Source: an optimization exercise on an open RTL-to-GDS flow (aim: small area, a short achievable clock period and few clock cycles per item). Production flows keep margins and buffers that such runs may drop.
Function was checked by simulation only, so behaviour that the tests miss may differ from the original.
Power figures rest on the tool's default switching activity, not on a simulated workload.

==> flow/design.v <==
`timescale 1ns/1ps
`default_nettype none
module fu_controller #(
	parameter int MAC_STAGES = 2
) (
	input  logic                  clk,
	input  logic                  rst_n,
	input  logic                  start,
	input  logic [5-1:0] num_steps,
	input  logic                  maxpool_mode,
	input  logic                  in_valid,
	output logic                  beat,        
	output logic                  clr,         
	output logic                  copy_q,      
	output logic                  rd_valid_q,  
	output logic                  rd_emit_q,   
	output logic                  rd_vmax_q,   
	output logic                  rd_pool_q,   
	output logic                  rd_last_q,   
	output logic                  busy
);
	localparam int FIN = MAC_STAGES;
	logic                  busy_q;
	logic                  loading_q;
	logic [5-1:0] rem_q;
	logic                  last1_q;
	logic                  mode_q;
	logic [FIN-1:0]        lpipe_q;    
	logic [FIN-1:0]        mpipe_q;    
	logic                  pend_q;
	logic                  pmode_q;
	logic [2:0]            cnt_q;
	logic                  cpool_q;
	logic [3:0]            free_q;
	logic                  flush_q;
	logic                  take;
	logic                  is_last;
	logic                  loading_d;
	logic                  fin;
	logic                  pending;
	logic                  pmode;
	logic                  pend_d;
	logic [2:0]            cnt_d;
	logic                  n_pending;
	logic                  n_pmode;
	logic [3:0]            free_d;
	logic [3:0]            free_dec;
	logic [3:0]            free_job;
	logic                  pool_n;
	logic                  busy_d;
	assign take    = start && !busy_q;
	assign beat    = rst_n && loading_q && in_valid;
	assign is_last = beat && last1_q;
	assign loading_d = take || (loading_q && !is_last);
	assign fin     = lpipe_q[FIN-1];
	assign pending = fin || pend_q;
	assign pmode   = fin ? mpipe_q[FIN-1] : pmode_q;
	assign pend_d  = pending && !copy_q;
	assign cnt_d   = copy_q ? 3'd4 : ((cnt_q != 3'd0) ? cnt_q - 3'd1 : 3'd0);
	assign pool_n  = copy_q ? cpool_q : rd_pool_q;
	if (FIN > 1) begin : g_next
		assign n_pending = lpipe_q[FIN-2] || pend_d;
		assign n_pmode   = lpipe_q[FIN-2] ? mpipe_q[FIN-2] : pmode;
	end else begin : g_next_now
		assign n_pending = is_last || pend_d;
		assign n_pmode   = is_last ? mode_q : pmode;
	end
	assign free_dec = (free_q != 4'd0) ? free_q - 4'd1 : 4'd0;
	assign free_job = ((free_q > 4'(FIN)) ? free_q : 4'(FIN)) + 4'd3;
	assign free_d   = is_last ? free_job : free_dec;
	assign busy_d   = loading_d || (is_last ? (free_job > 4'(FIN + 4)) : (free_dec > 4'(FIN + 4)));
	always_ff @(posedge clk) begin
		if (!rst_n) begin
			busy_q     <= 1'b0;
			loading_q  <= 1'b0;
			lpipe_q    <= '0;
			pend_q     <= 1'b0;
			cnt_q      <= 3'd0;
			copy_q     <= 1'b0;
			rd_valid_q <= 1'b0;
			rd_emit_q  <= 1'b0;
			rd_vmax_q  <= 1'b0;
			rd_last_q  <= 1'b0;
			free_q     <= 4'd0;
		end else begin
			busy_q     <= busy_d;
			loading_q  <= loading_d;
			lpipe_q    <= FIN'({lpipe_q, is_last});
			pend_q     <= pend_d;
			cnt_q      <= cnt_d;
			copy_q     <= n_pending && (cnt_d <= 3'd1);
			rd_valid_q <= (cnt_d != 3'd0);
			rd_emit_q  <= (cnt_d != 3'd0) && (!pool_n || cnt_d[0]);
			rd_vmax_q  <= (cnt_d != 3'd0) && pool_n && !cnt_d[0];
			rd_last_q  <= (cnt_d == 3'd1);
			free_q     <= free_d;
		end
	end
	always_ff @(posedge clk) begin
		flush_q <= !rst_n;
	end
	always_ff @(posedge clk) begin
		if (take) begin
			rem_q   <= num_steps;
			last1_q <= (num_steps == 5'(1));
			mode_q  <= maxpool_mode;
		end else if (beat) begin
			rem_q   <= rem_q - 1'b1;
			last1_q <= (rem_q == 5'(2));
		end
		mpipe_q <= FIN'({mpipe_q, mode_q});
		pmode_q <= pmode;
		cpool_q <= n_pmode;
		rd_pool_q <= pool_n;
	end
	assign clr     = copy_q || !rst_n || flush_q;
	assign busy    = busy_q;
endmodule
`default_nettype wire
`timescale 1ns/1ps
`default_nettype none
module skew_fifo_array (
	input  logic                                        clk,
	input  logic                                        beat,
	input  logic [4*16-1:0] ifm_data,
	input  logic [4*16-1:0] wgt_data,
	output logic [4*16-1:0] ifm_q,
	output logic [4*16-1:0] ifm3_q,
	output logic [4*8-1:0]              s1_q,
	output logic [4*8-1:0]              s2_q,
	output logic [4*8-1:0]              s3_q
);
	localparam int N = 4;
	localparam int W = 16;
	logic [N*W-1:0] lanes;
	assign lanes = ifm_data;
	always_ff @(posedge clk) begin
		ifm_q <= lanes;
	end
	for (genvar r = 0; r < N; r++) begin : g_row
		logic [W-1:0] a;
		assign a = lanes[r*W +: W];
		always_ff @(posedge clk) begin
			ifm3_q[r*W +: W] <= a + {a[W-2:0], 1'b0};
		end
	end
	for (genvar c = 0; c < N; c++) begin : g_lane
		for (genvar j = 0; j < 8; j++) begin : g_digit
			logic [1:0] d;
			assign d = wgt_data[c*W + 2*j +: 2];
			always_ff @(posedge clk) begin
				s1_q[c*8+j] <= beat && (d == 2'd1);
				s2_q[c*8+j] <= beat && (d == 2'd2);
				s3_q[c*8+j] <= beat && (d == 2'd3);
			end
		end
	end
endmodule
`default_nettype wire
`timescale 1ns/1ps
`default_nettype none
module fa_cell (
	input  logic a,
	input  logic b,
	input  logic c,
	output logic s,
	output logic co
);
	assign s  = a ^ b ^ c;
	assign co = (a & b) | (a & c) | (b & c);
endmodule
module ha_cell (
	input  logic a,
	input  logic b,
	output logic s,
	output logic co
);
	assign s  = a ^ b;
	assign co = a & b;
endmodule
module mac_pe (
	input  logic        clk,
	input  logic        clr,
	input  logic [15:0] a,
	input  logic [15:0] t,
	input  logic [7:0]  d1,
	input  logic [7:0]  d2,
	input  logic [7:0]  d3,
	output logic [15:0] sum
);
	logic p0, p1, p2, p3, p4, p5, p6, p7, p8, p9, p10, p11, p12, p13, p14, p15, p16, p17, p18, p19, p20, p21, p22, p23, p24, p25, p26, p27, p28, p29, p30, p31, p32, p33, p34, p35, p36, p37, p38, p39, p40, p41, p42, p43, p44, p45, p46, p47, p48, p49, p50, p51, p52, p53, p54, p55, p56, p57, p58, p59, p60, p61, p62, p63, p64, p65, p66, p67, p68, p69, p70, p71, p72, p73, p74, p75, p76, p77, p78, p79, p80, p81, p82, p83, p84, p85, p86, p87, p88, p89, p90, p91, p92, p93, p94, p95, p96, p97, p98, p99, p100, p101, p102, p103, p104, p105, p106, p107, p108, p109, p110, p111, p112, p113, p114, p115, p116, p117, p118, p119, p120, p121, p122, p123, p124, p125, p126, p127, p128, p129, p130, p131, p132, p133, p134, p135, p136, p137, p138, p139, p140, p141, p142, p143, p144, p145, p146;
	logic q0, q1, q2, q3, q4, q5, q6, q7, q8, q9, q10, q11, q12, q13, q14, q15, q16, q17, q18, q19, q20, q21, q22, q23, q24, q25, q26, q27, q28, q29;
	logic [15:0] m0, m0_q;
	logic [15:0] m1, m1_q;
	logic [15:0] m2, m2_q;
	logic [15:0] s0, s1, acc;
	assign p0 = (d1[0] & a[0]) | (d3[0] & t[0]);
	assign p1 = (d1[0] & a[1]) | (d2[0] & a[0]) | (d3[0] & t[1]);
	assign p2 = (d1[0] & a[2]) | (d2[0] & a[1]) | (d3[0] & t[2]);
	assign p3 = (d1[0] & a[3]) | (d2[0] & a[2]) | (d3[0] & t[3]);
	assign p4 = (d1[0] & a[4]) | (d2[0] & a[3]) | (d3[0] & t[4]);
	assign p5 = (d1[0] & a[5]) | (d2[0] & a[4]) | (d3[0] & t[5]);
	assign p6 = (d1[0] & a[6]) | (d2[0] & a[5]) | (d3[0] & t[6]);
	assign p7 = (d1[0] & a[7]) | (d2[0] & a[6]) | (d3[0] & t[7]);
	assign p8 = (d1[0] & a[8]) | (d2[0] & a[7]) | (d3[0] & t[8]);
	assign p9 = (d1[0] & a[9]) | (d2[0] & a[8]) | (d3[0] & t[9]);
	assign p10 = (d1[0] & a[10]) | (d2[0] & a[9]) | (d3[0] & t[10]);
	assign p11 = (d1[0] & a[11]) | (d2[0] & a[10]) | (d3[0] & t[11]);
	assign p12 = (d1[0] & a[12]) | (d2[0] & a[11]) | (d3[0] & t[12]);
	assign p13 = (d1[0] & a[13]) | (d2[0] & a[12]) | (d3[0] & t[13]);
	assign p14 = (d1[0] & a[14]) | (d2[0] & a[13]) | (d3[0] & t[14]);
	assign p15 = (d1[0] & a[15]) | (d2[0] & a[14]) | (d3[0] & t[15]);
	assign p16 = (d1[1] & a[0]) | (d3[1] & t[0]);
	assign p17 = (d1[1] & a[1]) | (d2[1] & a[0]) | (d3[1] & t[1]);
	assign p18 = (d1[1] & a[2]) | (d2[1] & a[1]) | (d3[1] & t[2]);
	assign p19 = (d1[1] & a[3]) | (d2[1] & a[2]) | (d3[1] & t[3]);
	assign p20 = (d1[1] & a[4]) | (d2[1] & a[3]) | (d3[1] & t[4]);
	assign p21 = (d1[1] & a[5]) | (d2[1] & a[4]) | (d3[1] & t[5]);
	assign p22 = (d1[1] & a[6]) | (d2[1] & a[5]) | (d3[1] & t[6]);
	assign p23 = (d1[1] & a[7]) | (d2[1] & a[6]) | (d3[1] & t[7]);
	assign p24 = (d1[1] & a[8]) | (d2[1] & a[7]) | (d3[1] & t[8]);
	assign p25 = (d1[1] & a[9]) | (d2[1] & a[8]) | (d3[1] & t[9]);
	assign p26 = (d1[1] & a[10]) | (d2[1] & a[9]) | (d3[1] & t[10]);
	assign p27 = (d1[1] & a[11]) | (d2[1] & a[10]) | (d3[1] & t[11]);
	assign p28 = (d1[1] & a[12]) | (d2[1] & a[11]) | (d3[1] & t[12]);
	assign p29 = (d1[1] & a[13]) | (d2[1] & a[12]) | (d3[1] & t[13]);
	assign p30 = (d1[2] & a[0]) | (d3[2] & t[0]);
	assign p31 = (d1[2] & a[1]) | (d2[2] & a[0]) | (d3[2] & t[1]);
	assign p32 = (d1[2] & a[2]) | (d2[2] & a[1]) | (d3[2] & t[2]);
	assign p33 = (d1[2] & a[3]) | (d2[2] & a[2]) | (d3[2] & t[3]);
	assign p34 = (d1[2] & a[4]) | (d2[2] & a[3]) | (d3[2] & t[4]);
	assign p35 = (d1[2] & a[5]) | (d2[2] & a[4]) | (d3[2] & t[5]);
	assign p36 = (d1[2] & a[6]) | (d2[2] & a[5]) | (d3[2] & t[6]);
	assign p37 = (d1[2] & a[7]) | (d2[2] & a[6]) | (d3[2] & t[7]);
	assign p38 = (d1[2] & a[8]) | (d2[2] & a[7]) | (d3[2] & t[8]);
	assign p39 = (d1[2] & a[9]) | (d2[2] & a[8]) | (d3[2] & t[9]);
	assign p40 = (d1[2] & a[10]) | (d2[2] & a[9]) | (d3[2] & t[10]);
	assign p41 = (d1[2] & a[11]) | (d2[2] & a[10]) | (d3[2] & t[11]);
	assign p42 = (d1[3] & a[0]) | (d3[3] & t[0]);
	assign p43 = (d1[3] & a[1]) | (d2[3] & a[0]) | (d3[3] & t[1]);
	assign p44 = (d1[3] & a[2]) | (d2[3] & a[1]) | (d3[3] & t[2]);
	assign p45 = (d1[3] & a[3]) | (d2[3] & a[2]) | (d3[3] & t[3]);
	assign p46 = (d1[3] & a[4]) | (d2[3] & a[3]) | (d3[3] & t[4]);
	assign p47 = (d1[3] & a[5]) | (d2[3] & a[4]) | (d3[3] & t[5]);
	assign p48 = (d1[3] & a[6]) | (d2[3] & a[5]) | (d3[3] & t[6]);
	assign p49 = (d1[3] & a[7]) | (d2[3] & a[6]) | (d3[3] & t[7]);
	assign p50 = (d1[3] & a[8]) | (d2[3] & a[7]) | (d3[3] & t[8]);
	assign p51 = (d1[3] & a[9]) | (d2[3] & a[8]) | (d3[3] & t[9]);
	assign p52 = (d1[4] & a[0]) | (d3[4] & t[0]);
	assign p53 = (d1[4] & a[1]) | (d2[4] & a[0]) | (d3[4] & t[1]);
	assign p54 = (d1[4] & a[2]) | (d2[4] & a[1]) | (d3[4] & t[2]);
	assign p55 = (d1[4] & a[3]) | (d2[4] & a[2]) | (d3[4] & t[3]);
	assign p56 = (d1[4] & a[4]) | (d2[4] & a[3]) | (d3[4] & t[4]);
	assign p57 = (d1[4] & a[5]) | (d2[4] & a[4]) | (d3[4] & t[5]);
	assign p58 = (d1[4] & a[6]) | (d2[4] & a[5]) | (d3[4] & t[6]);
	assign p59 = (d1[4] & a[7]) | (d2[4] & a[6]) | (d3[4] & t[7]);
	assign p60 = (d1[5] & a[0]) | (d3[5] & t[0]);
	assign p61 = (d1[5] & a[1]) | (d2[5] & a[0]) | (d3[5] & t[1]);
	assign p62 = (d1[5] & a[2]) | (d2[5] & a[1]) | (d3[5] & t[2]);
	assign p63 = (d1[5] & a[3]) | (d2[5] & a[2]) | (d3[5] & t[3]);
	assign p64 = (d1[5] & a[4]) | (d2[5] & a[3]) | (d3[5] & t[4]);
	assign p65 = (d1[5] & a[5]) | (d2[5] & a[4]) | (d3[5] & t[5]);
	assign p66 = (d1[6] & a[0]) | (d3[6] & t[0]);
	assign p67 = (d1[6] & a[1]) | (d2[6] & a[0]) | (d3[6] & t[1]);
	assign p68 = (d1[6] & a[2]) | (d2[6] & a[1]) | (d3[6] & t[2]);
	assign p69 = (d1[6] & a[3]) | (d2[6] & a[2]) | (d3[6] & t[3]);
	assign p70 = (d1[7] & a[0]) | (d3[7] & t[0]);
	assign p71 = (d1[7] & a[1]) | (d2[7] & a[0]) | (d3[7] & t[1]);
	assign p72 = p4 ^ p18;
	assign p73 = p4 & p18;
	assign p74 = p5 ^ p19 ^ p31;
	assign p75 = (p5 & p19) | (p5 & p31) | (p19 & p31);
	assign p76 = p6 ^ p20 ^ p32;
	assign p77 = (p6 & p20) | (p6 & p32) | (p20 & p32);
	assign p78 = p42 ^ p75;
	assign p79 = p42 & p75;
	assign p80 = p7 ^ p21 ^ p33;
	assign p81 = (p7 & p21) | (p7 & p33) | (p21 & p33);
	assign p82 = p43 ^ p77 ^ p80;
	assign p83 = (p43 & p77) | (p43 & p80) | (p77 & p80);
	assign p84 = p8 ^ p22 ^ p34;
	assign p85 = (p8 & p22) | (p8 & p34) | (p22 & p34);
	assign p86 = p44 ^ p52 ^ p81;
	assign p87 = (p44 & p52) | (p44 & p81) | (p52 & p81);
	assign p88 = p84 ^ p83;
	assign p89 = p84 & p83;
	assign p90 = p9 ^ p23 ^ p35;
	assign p91 = (p9 & p23) | (p9 & p35) | (p23 & p35);
	assign p92 = p45 ^ p53 ^ p85;
	assign p93 = (p45 & p53) | (p45 & p85) | (p53 & p85);
	assign p94 = p90 ^ p87 ^ p92;
	assign p95 = (p90 & p87) | (p90 & p92) | (p87 & p92);
	assign p96 = p10 ^ p24 ^ p36;
	assign p97 = (p10 & p24) | (p10 & p36) | (p24 & p36);
	assign p98 = p46 ^ p54 ^ p60;
	assign p99 = (p46 & p54) | (p46 & p60) | (p54 & p60);
	assign p100 = p91 ^ p96 ^ p98;
	assign p101 = (p91 & p96) | (p91 & p98) | (p96 & p98);
	assign p102 = p93 ^ p100;
	assign p103 = p93 & p100;
	assign p104 = p11 ^ p25 ^ p37;
	assign p105 = (p11 & p25) | (p11 & p37) | (p25 & p37);
	assign p106 = p47 ^ p55 ^ p61;
	assign p107 = (p47 & p55) | (p47 & p61) | (p55 & p61);
	assign p108 = p97 ^ p99 ^ p104;
	assign p109 = (p97 & p99) | (p97 & p104) | (p99 & p104);
	assign p110 = p106 ^ p101 ^ p108;
	assign p111 = (p106 & p101) | (p106 & p108) | (p101 & p108);
	assign p112 = p12 ^ p26 ^ p38;
	assign p113 = (p12 & p26) | (p12 & p38) | (p26 & p38);
	assign p114 = p48 ^ p56 ^ p62;
	assign p115 = (p48 & p56) | (p48 & p62) | (p56 & p62);
	assign p116 = p66 ^ p105 ^ p107;
	assign p117 = (p66 & p105) | (p66 & p107) | (p105 & p107);
	assign p118 = p112 ^ p114 ^ p109;
	assign p119 = (p112 & p114) | (p112 & p109) | (p114 & p109);
	assign p120 = p116 ^ p111;
	assign p121 = p116 & p111;
	assign p122 = p13 ^ p27 ^ p39;
	assign p123 = (p13 & p27) | (p13 & p39) | (p27 & p39);
	assign p124 = p49 ^ p57 ^ p63;
	assign p125 = (p49 & p57) | (p49 & p63) | (p57 & p63);
	assign p126 = p67 ^ p113 ^ p115;
	assign p127 = (p67 & p113) | (p67 & p115) | (p113 & p115);
	assign p128 = p122 ^ p124 ^ p117;
	assign p129 = (p122 & p124) | (p122 & p117) | (p124 & p117);
	assign p130 = p126 ^ p119 ^ p128;
	assign p131 = (p126 & p119) | (p126 & p128) | (p119 & p128);
	assign p132 = p14 ^ p28 ^ p40;
	assign p133 = (p14 & p28) | (p14 & p40) | (p28 & p40);
	assign p134 = p50 ^ p58 ^ p64;
	assign p135 = (p50 & p58) | (p50 & p64) | (p58 & p64);
	assign p136 = p68 ^ p70 ^ p123;
	assign p137 = (p68 & p70) | (p68 & p123) | (p70 & p123);
	assign p138 = p125 ^ p132 ^ p134;
	assign p139 = (p125 & p132) | (p125 & p134) | (p132 & p134);
	assign p140 = p127 ^ p136 ^ p138;
	assign p141 = (p127 & p136) | (p127 & p138) | (p136 & p138);
	assign p142 = p15 ^ p29 ^ p41;
	assign p143 = p51 ^ p59 ^ p65;
	assign p144 = p69 ^ p71 ^ p133;
	assign p145 = p135 ^ p142 ^ p143;
	assign p146 = p137 ^ p139 ^ p144;
	assign m0 = {p145, p129, p121, p118, p103, p95, p89, p86, p79, p76, p73, p30, p3, p2, p1, p0};
	assign m1 = {p141, p131, p130, p120, p110, p102, p94, p88, p82, p78, p74, p72, p17, p16, 1'b0, 1'b0};
	assign m2 = {p146, p140, 1'b0, 1'b0, 1'b0, 1'b0, 1'b0, 1'b0, 1'b0, 1'b0, 1'b0, 1'b0, 1'b0, 1'b0, 1'b0, 1'b0};
	always_ff @(posedge clk) begin
		m0_q <= m0;
		m1_q <= m1;
		m2_q <= m2;
	end
	assign q0 = m0_q[14] ^ m1_q[14];
	assign q1 = m0_q[14] & m1_q[14];
	assign q2 = m0_q[15] ^ m1_q[15] ^ m2_q[15];
	assign q3 = m0_q[2] ^ m1_q[2];
	assign q4 = m0_q[2] & m1_q[2];
	assign q5 = m0_q[3] ^ m1_q[3] ^ acc[3];
	assign q6 = (m0_q[3] & m1_q[3]) | (m0_q[3] & acc[3]) | (m1_q[3] & acc[3]);
	assign q7 = m0_q[4] ^ m1_q[4] ^ acc[4];
	assign q8 = (m0_q[4] & m1_q[4]) | (m0_q[4] & acc[4]) | (m1_q[4] & acc[4]);
	assign q9 = m0_q[5] ^ m1_q[5] ^ acc[5];
	assign q10 = (m0_q[5] & m1_q[5]) | (m0_q[5] & acc[5]) | (m1_q[5] & acc[5]);
	assign q11 = m0_q[6] ^ m1_q[6] ^ acc[6];
	assign q12 = (m0_q[6] & m1_q[6]) | (m0_q[6] & acc[6]) | (m1_q[6] & acc[6]);
	assign q13 = m0_q[7] ^ m1_q[7] ^ acc[7];
	assign q14 = (m0_q[7] & m1_q[7]) | (m0_q[7] & acc[7]) | (m1_q[7] & acc[7]);
	assign q15 = m0_q[8] ^ m1_q[8] ^ acc[8];
	assign q16 = (m0_q[8] & m1_q[8]) | (m0_q[8] & acc[8]) | (m1_q[8] & acc[8]);
	assign q17 = m0_q[9] ^ m1_q[9] ^ acc[9];
	assign q18 = (m0_q[9] & m1_q[9]) | (m0_q[9] & acc[9]) | (m1_q[9] & acc[9]);
	assign q19 = m0_q[10] ^ m1_q[10] ^ acc[10];
	assign q20 = (m0_q[10] & m1_q[10]) | (m0_q[10] & acc[10]) | (m1_q[10] & acc[10]);
	assign q21 = m0_q[11] ^ m1_q[11] ^ acc[11];
	assign q22 = (m0_q[11] & m1_q[11]) | (m0_q[11] & acc[11]) | (m1_q[11] & acc[11]);
	assign q23 = m0_q[12] ^ m1_q[12] ^ acc[12];
	assign q24 = (m0_q[12] & m1_q[12]) | (m0_q[12] & acc[12]) | (m1_q[12] & acc[12]);
	assign q25 = m0_q[13] ^ m1_q[13] ^ acc[13];
	assign q26 = (m0_q[13] & m1_q[13]) | (m0_q[13] & acc[13]) | (m1_q[13] & acc[13]);
	assign q27 = m2_q[14] ^ acc[14] ^ q0;
	assign q28 = (m2_q[14] & acc[14]) | (m2_q[14] & q0) | (acc[14] & q0);
	assign q29 = acc[15] ^ q1 ^ q2;
	assign s0 = {q28, q26, q24, q22, q20, q18, q16, q14, q12, q10, q8, q6, q4, q3, m0_q[1], m0_q[0]};
	assign s1 = {q29, q27, q25, q23, q21, q19, q17, q15, q13, q11, q9, q7, q5, acc[2], acc[1], acc[0]};
	assign sum = s0 + s1;
	always_ff @(posedge clk) begin
		acc <= clr ? '0 : sum;
	end
endmodule
module pe_array (
	input  logic                                               clk,
	input  logic                                               clr,
	input  logic [4*16-1:0]        ifm_in,
	input  logic [4*16-1:0]        ifm3_in,
	input  logic [4*8-1:0]                     s1,
	input  logic [4*8-1:0]                     s2,
	input  logic [4*8-1:0]                     s3,
	output logic [4*4*16-1:0] sum
);
	localparam int N = 4;
	localparam int W = 16;
	for (genvar r = 0; r < N; r++) begin : g_row
		for (genvar c = 0; c < N; c++) begin : g_col
			mac_pe pe (
				.clk   ( clk                     ),
				.clr   ( clr                     ),
				.a     ( ifm_in[r*W +: W]        ),
				.t     ( ifm3_in[r*W +: W]       ),
				.d1    ( s1[c*8 +: 8]            ),
				.d2    ( s2[c*8 +: 8]            ),
				.d3    ( s3[c*8 +: 8]            ),
				.sum   ( sum[(r*N+c)*W +: W]     )
			);
		end
	end
endmodule
`default_nettype wire
`timescale 1ns/1ps
`default_nettype none
module ofm_output_stage (
	input  logic                                                          clk,
	input  logic                                                          rst_n,
	input  logic                                                          copy,
	input  logic [4*4*16-1:0] acc,
	input  logic                                                          rd_valid,
	input  logic                                                          rd_emit,
	input  logic                                                          rd_vmax,
	input  logic                                                          rd_pool,
	input  logic                                                          rd_last,
	output logic                                                          ofm_valid,
	output logic                                                          done,
	output logic [4*16-1:0]                   ofm_data
);
	localparam int N = 4;
	localparam int W = 16;
	localparam int R = N * W;
	logic [R-1:0] sh0, sh1, sh2, sh3;
	logic [R-1:0] vmax;
	logic [R-1:0] sel;
	for (genvar c = 0; c < N; c++) begin : g_vert
		assign vmax[c*W +: W] = ($signed(sh0[c*W +: W]) >= $signed(sh1[c*W +: W]))
			? sh0[c*W +: W] : sh1[c*W +: W];
	end
	always_ff @(posedge clk) begin
		sh0 <= copy ? acc[0*R +: R] : (rd_vmax ? vmax : sh1);
		sh1 <= copy ? acc[1*R +: R] : sh2;
		sh2 <= copy ? acc[2*R +: R] : sh3;
		sh3 <= acc[3*R +: R];
	end
	for (genvar j = 0; j < N; j++) begin : g_lane
		logic [W-1:0] row;
		assign row = sh0[j*W +: W];
		if (j < N / 2) begin : g_pool
			logic [W-1:0] m;
			assign m = ($signed(sh0[2*j*W +: W]) >= $signed(sh0[(2*j+1)*W +: W]))
				? sh0[2*j*W +: W] : sh0[(2*j+1)*W +: W];
			assign sel[j*W +: W] = rd_pool ? (m[W-1] ? '0 : m) : (row[W-1] ? '0 : row);
		end else begin : g_plain
			assign sel[j*W +: W] = (rd_pool || row[W-1]) ? '0 : row;
		end
	end
	always_ff @(posedge clk) begin
		if (!rst_n) begin
			ofm_valid <= 1'b0;
			done      <= 1'b0;
		end else begin
			ofm_valid <= rd_emit;
			done      <= rd_valid && rd_last;
		end
	end
	always_ff @(posedge clk) begin
		ofm_data <= sel;
	end
endmodule
`default_nettype wire
`timescale 1ns/1ps
`default_nettype none
module functional_unit (
	input  logic                                        clk,
	input  logic                                        rst_n,
	input  logic                                        start,
	input  logic [5-1:0]                       num_steps,
	input  logic                                        maxpool_mode,
	input  logic                                        in_valid,
	input  logic [4*16-1:0] ifm_data,
	input  logic [4*16-1:0] wgt_data,
	output logic                                        done,
	output logic                                        busy,
	output logic                                        ofm_valid,
	output logic [4*16-1:0] ofm_data
);
	localparam int N = 4;
	localparam int W = 16;
	logic [N*W-1:0]   ifm_q;
	logic [N*W-1:0]   ifm3_q;
	logic [N*8-1:0]   s1_q;
	logic [N*8-1:0]   s2_q;
	logic [N*8-1:0]   s3_q;
	logic [N*N*W-1:0] sum;
	logic             beat;
	logic             clr;
	logic             copy_q;
	logic             rd_valid_q;
	logic             rd_emit_q;
	logic             rd_vmax_q;
	logic             rd_pool_q;
	logic             rd_last_q;
	fu_controller control (
		.clk          ( clk          ),
		.rst_n        ( rst_n        ),
		.start        ( start        ),
		.num_steps    ( num_steps    ),
		.maxpool_mode ( maxpool_mode ),
		.in_valid     ( in_valid     ),
		.beat         ( beat         ),
		.clr          ( clr          ),
		.copy_q       ( copy_q       ),
		.rd_valid_q   ( rd_valid_q   ),
		.rd_emit_q    ( rd_emit_q    ),
		.rd_vmax_q    ( rd_vmax_q    ),
		.rd_pool_q    ( rd_pool_q    ),
		.rd_last_q    ( rd_last_q    ),
		.busy         ( busy         )
	);
	skew_fifo_array operands (
		.clk      ( clk      ),
		.beat     ( beat     ),
		.ifm_data ( ifm_data ),
		.wgt_data ( wgt_data ),
		.ifm_q    ( ifm_q    ),
		.ifm3_q   ( ifm3_q   ),
		.s1_q     ( s1_q     ),
		.s2_q     ( s2_q     ),
		.s3_q     ( s3_q     )
	);
	pe_array pe_grid (
		.clk    ( clk     ),
		.clr    ( clr     ),
		.ifm_in  ( ifm_q   ),
		.ifm3_in ( ifm3_q  ),
		.s1      ( s1_q    ),
		.s2      ( s2_q    ),
		.s3      ( s3_q    ),
		.sum    ( sum     )
	);
	ofm_output_stage ofm_stage (
		.clk       ( clk        ),
		.rst_n     ( rst_n      ),
		.copy      ( copy_q     ),
		.acc       ( sum        ),
		.rd_valid  ( rd_valid_q ),
		.rd_emit   ( rd_emit_q  ),
		.rd_vmax   ( rd_vmax_q  ),
		.rd_pool   ( rd_pool_q  ),
		.rd_last   ( rd_last_q  ),
		.ofm_valid ( ofm_valid  ),
		.done      ( done       ),
		.ofm_data  ( ofm_data   )
	);
endmodule
`default_nettype wire
==> flow/run.sh <==
#!/bin/bash
# synth_recipe.tcl (not shown) runs the flow's synth.tcl, then flattens the netlist and writes it again
# the make line also repeats each setting of config.mk as NAME=value (left out here)
make -C /OpenROAD-flow-scripts/flow DESIGN_CONFIG=/design/flow/config.mk WORK_HOME=/design/flow/orfs CLKGATE_MAP_FILE= SYNTH_SCRIPT=/design/flow/synth_recipe.tcl finish
==> flow/config.mk <==
export PLATFORM = sky130hd
export DESIGN_NAME = functional_unit
export DESIGN_NICKNAME = functional_unit
export VERILOG_FILES = /design/flow/design.v
export SDC_FILE = /design/flow/constraint.sdc
export NUM_CORES = 4
export LEC_CHECK = 0
export ABC_AREA = 1
export CAP_MARGIN = 20
export CORE_MARGIN = 2
export CORE_UTILIZATION = 40
export CTS_CLUSTER_DIAMETER = 80
export CTS_CLUSTER_SIZE = 24
export SETUP_SLACK_MARGIN = 5
export SLEW_MARGIN = 20
==> flow/constraint.sdc <==
create_clock -name core_clock -period 8.0 [get_ports {clk}]
set_input_delay 1.6000 -clock core_clock [delete_from_list [all_inputs] [get_ports {clk}]]
set_output_delay 1.6000 -clock core_clock [all_outputs]
set_load 0.01 [all_outputs]
==> flow_metrics.py <==
metrics = {
    "outcome": {
        "status": "complete, no violations",
    },
    "floorplanning": {
        "die_h_um": 471.1,
        "start_util_pct": 40.23,
        "chipWidth_um": 471.1,
        "boundaryPins": 205,
        "core_area_um2": 217000,
        "die-area_um2": 222000,
        "num_rows": 171,
    },
    "drt": {
        "vias_per_cell": 5.803,
        "drc": 0,
        "ant_nets": 0,
        "wl_um": 349600,
        "vias": 79090,
        "drt_iter0_drc": 10020,
        "post_drt_wl_per_cell_um": 25.65,
        "dr.pass1.iters": 9,
    },
    "placed_design": {
        "dp_hpwl_um": 226400,
        "dpl_cell_area_um2": 91340,
        "gp_congestion": 0.9454,
        "io_buffers": 202,
    },
    "yosys": {
        "synth_xor_area_share_pct": 4.476,
        "synth.distinct_cells": 48,
        "synth-main-ff-cell": "dfxtp_1",
        "synthMuxAreaShare_pct": 0.01290,
        "synth_compound_area_share_pct": 11.92,
        "synthSimpleGateAreaFrac_pct": 20.97,
        "async_flop_share_pct": 0,
        "yosysMostFrequentCell": "nand2_1",
        "synth_area_um2": 87280,
        "synthCells": 10890,
        "synth_top_area_cell": "dfxtp_1",
        "yosysTopAreaCellShare_pct": 29.06,
        "synthAdderAreaFrac_pct": 23.17,
        "synth_seq_area_share_pct": 31.50,
        "synth_edf_count": 71,
        "ys_top_cells_by_area": "dfxtp_1 29%, fa_1 16%, nand2_1 12%",
        "yosysWarnings": 4,
        "syn_area_per_cell_um2": 8.012,
        "synth_common_cells": "2717 x nand2_1, 1267 x dfxtp_1, 1069 x inv_1",
        "synth-seq-cells": 1338,
        "synth_top_family_by_area": "adder cells",
    },
    "global_routing": {
        "grt_max_degree": 134,
        "antenna_found_initial": 21,
        "first_global_vias": 77580,
        "overflow": 0,
        "grt.total_usage_pct": 29.96,
        "grt_first_pass_wirelength_um": 501600,
    },
    "setup_path": {
        "critPathMaxStageDelay_ns": 0.90,
        "path_common_cell": "fa_1",
        "crit_type": "reg2reg",
        "crit_slowest_cell": "dfxtp_1",
        "crit_required_ns": 8.68,
        "worst_setup_path_end_kind": "register",
        "arrival_ns": 3.69,
        "startpoint_type": "register",
        "reg2reg_depth": 6,
        "crit_path_cell_trace": "a22o_1 -> a21oi_1 -> fa_1 -> fa_1 -> inv_1 -> fa_1",
        "cp_max_fo": 8,
    },
    "layout": {
        "fillers": 21230,
        "syn_to_final_growth_pct": 11.36,
        "fin_nets": 12020,
        "final_layout_size_suffix_gt1_share_pct": 6.078,
        "final_cell_area_um2": 97200,
    },
    "timing": {
        "slew_headroom_pct": 28.55,
        "setup_viol": 0,
        "min_period_ns": 3.006,
        "slew_viol_final": 0,
        "tns_ns": 0,
        "skew_ns": 0.05581,
        "grt_setup_unrepaired": "false",
        "tightestPinTransition_ns": 1.060,
        "final_hold_viol_count": 0,
        "clock.fmax_mhz": 332.7,
        "period_share_pct": 37.57,
    },
    "pwr": {
        "power.density_nw_per_um2": 190.1,
        "ir_drop_uv": 173.7,
        "p_leak_nw": 44.95,
    },
    "clocking": {
        "clk_latency_ns": 0.83,
        "root_buffer": "clkbuf_16",
        "h-tree-depth": 3,
        "clk_pin_slew_ns": 0.10,
        "cts_max_path_buffers": 3,
        "cts_tree": "built",
        "cts_buffers": 99,
        "cts_sinks": 1338,
    },
    "hold_path": {
        "hp-class": "reg2reg",
        "min_delay_path_depth": 0,
    },
    "flow_run": {
        "maxCapViolCount": 0,
    },
}
-- flip-flops by register name, indices dropped and copies added, names as in the netlist, 4 cells and up --
register                     flops
operands.ifm_q                  60
ofm_stage.sh1                   64
ofm_stage.sh2                   64
control.free_q                   4
pe_grid.g_row.g_col.pe.m0_q    256
operands.s3_q                   32
operands.s2_q                   32
control.rem_q                    5
operands.s1_q                   32
pe_grid.g_row.g_col.pe.acc     256
pe_grid.g_row.g_col.pe.m2_q     32
ofm_stage.sh3                   64
ofm_stage.ofm_data              62
ofm_stage.sh0                   64
pe_grid.g_row.g_col.pe.m1_q    224
operands.ifm3_q                 64
-- kinds of logic (layout without fill, tap and decap cells) --
family                   Yosys count  in the layout
AO/OA/AOI/OAI                   1680           1680
XOR/XNOR                         446            446
adder cells (fa/ha/maj)         1201           1201
buffers and inverters           1833           1697
flip-flops                      1338           1338
multiplexers                       1              1
other                              1             17
AND/OR/NAND/NOR                 4394           4394
-- cell usage in the layout (no fill, tap or decap), drive strengths merged, types with 54 or more instances in the layout --
cell / n
nand2: 2729
dfxtp: 1267
inv: 1105
nand3: 808
a21oi: 744
fa: 692
nor2: 574
ha: 509
a22o: 448
o21ai: 364
buf: 231
xor2: 229
xnor2: 217
nor3: 151
clkdlybuf4s50: 131
clkbuf: 125
nand4: 72
edfxtp: 71
clkdlybuf4s15: 54
-- area by class of cell --
| cell class | instances | area [um^2] | share of cell area [%] |
|---|---|---|---|
| Antenna cell | 13 | 32.53 | 0.03347 |
| Clock buffer | 108 | 2574 | 2.648 |
| Clock inverter | 76 | 1122 | 1.155 |
| Inverter | 1069 | 4045 | 4.162 |
| Multi-Input combinational cell | 7726 | 53040 | 54.57 |
| Sequential cell | 1338 | 27760 | 28.56 |
| Tap cell | 2854 | 3571 | 3.674 |
| Timing Repair Buffer | 444 | 5054 | 5.199 |
-- path summary, 6_finish.rpt --
check,start,endpoint,slack [ns]
worst max-delay path,operands.ifm_q[30]$_DFF_P_,pe_grid.g_row[1].g_col[3].pe.m2_q[14]$_DFF_P_,4.99
worst min-delay path,control.mode_q$_DFFE_PP_,control.mpipe_q[0]$_DFF_P_,0.35
worst max register to register,operands.ifm_q[30]$_DFF_P_,pe_grid.g_row[1].g_col[3].pe.m2_q[14]$_DFF_P_,4.99
worst min register to register,control.mode_q$_DFFE_PP_,control.mpipe_q[0]$_DFF_P_,0.35
-- through the flow --
step           hold slack (ns)  cells  power (mW)  utilization (%)  worst slack (ns)
2_1_floorplan           0.3233  10900       10.70                -             4.943
3_3_place_gp            0.3276  13340       12.52            42.10             3.751
3_5_place_dp            0.3269  13340       12.60            42.10             3.673
4_1_cts                 0.3483  13540       18.35            44.13             5.001
5_1_grt                 0.3599  13620       19.23            44.79             4.940
6_report                0.3473  13630       18.48            44.80             4.994
-- power by group --
group          switching (mW)  internal, mW
registers               0.883          7.35
logic                    3.09          1.42
clock network            3.13          2.62
total                    7.10          11.4
-- worst max-delay path, delay by kind of cell (launching register included) --
kind	cells	cell delay (ns)
adders and majority gates	3	1.55
buffers and inverters	1	0.05
DFF	1	0.90
AOI/OAI and AO/OA	2	0.37
-- repair_timing --
action / in CTS / in global routing
cloned: 1 / 9
buffers inserted: 14 / 65
gates resized for setup: 284 / 196
setup endpoints to repair: 392 / 234
pin swaps: 0 / 1
hold buffers: 0 / 0
-- routing by layer --
| layer | vias to the layer above | part of all wire [%] | wire length (um) | global-route usage (%) |
|---|---|---|---|---|
| li1 | 34670 | - | - | - |
| met1 | 37610 | 41 | 142600 | 40.80 |
| met2 | 5485 | 40 | 138500 | 42.56 |
| met3 | 1317 | 14 | 47490 | 9.923 |
| met4 | 14 | 6.0 | 20840 | 13.99 |
| met5 | - | 0.043 | 149 | 0.3245 |
Testbench counts, summed over its fixed seeds: cycles 3,202, jobs 320.

separate check: timing with driven ports:
In the flow no input, the clock included, has a driving cell. The finished layout below was timed again as built, in two steps.
Step 1 assumes that a clkbuf_16 drives the clock port and a buf_2 every other input.
Step 2 also shifts input and output timing later by t, the mid clock arrival at the registers, as if the neighbouring blocks saw the same clock.
Slacks: ideal ports / drivers / drivers and shift; pairs: ideal ports / drivers.
t (ns): 0.893
setup slack, ns: 4.994 / 4.965 / 4.280
latest minus earliest clock arrival (ns): 0.064 / 0.064
pins driven straight from the clock port: 1
After both steps setup and hold are still met in this run. For this run, drivers alone change the setup slack by -0.029 ns; drivers and shift together by -0.714 ns.
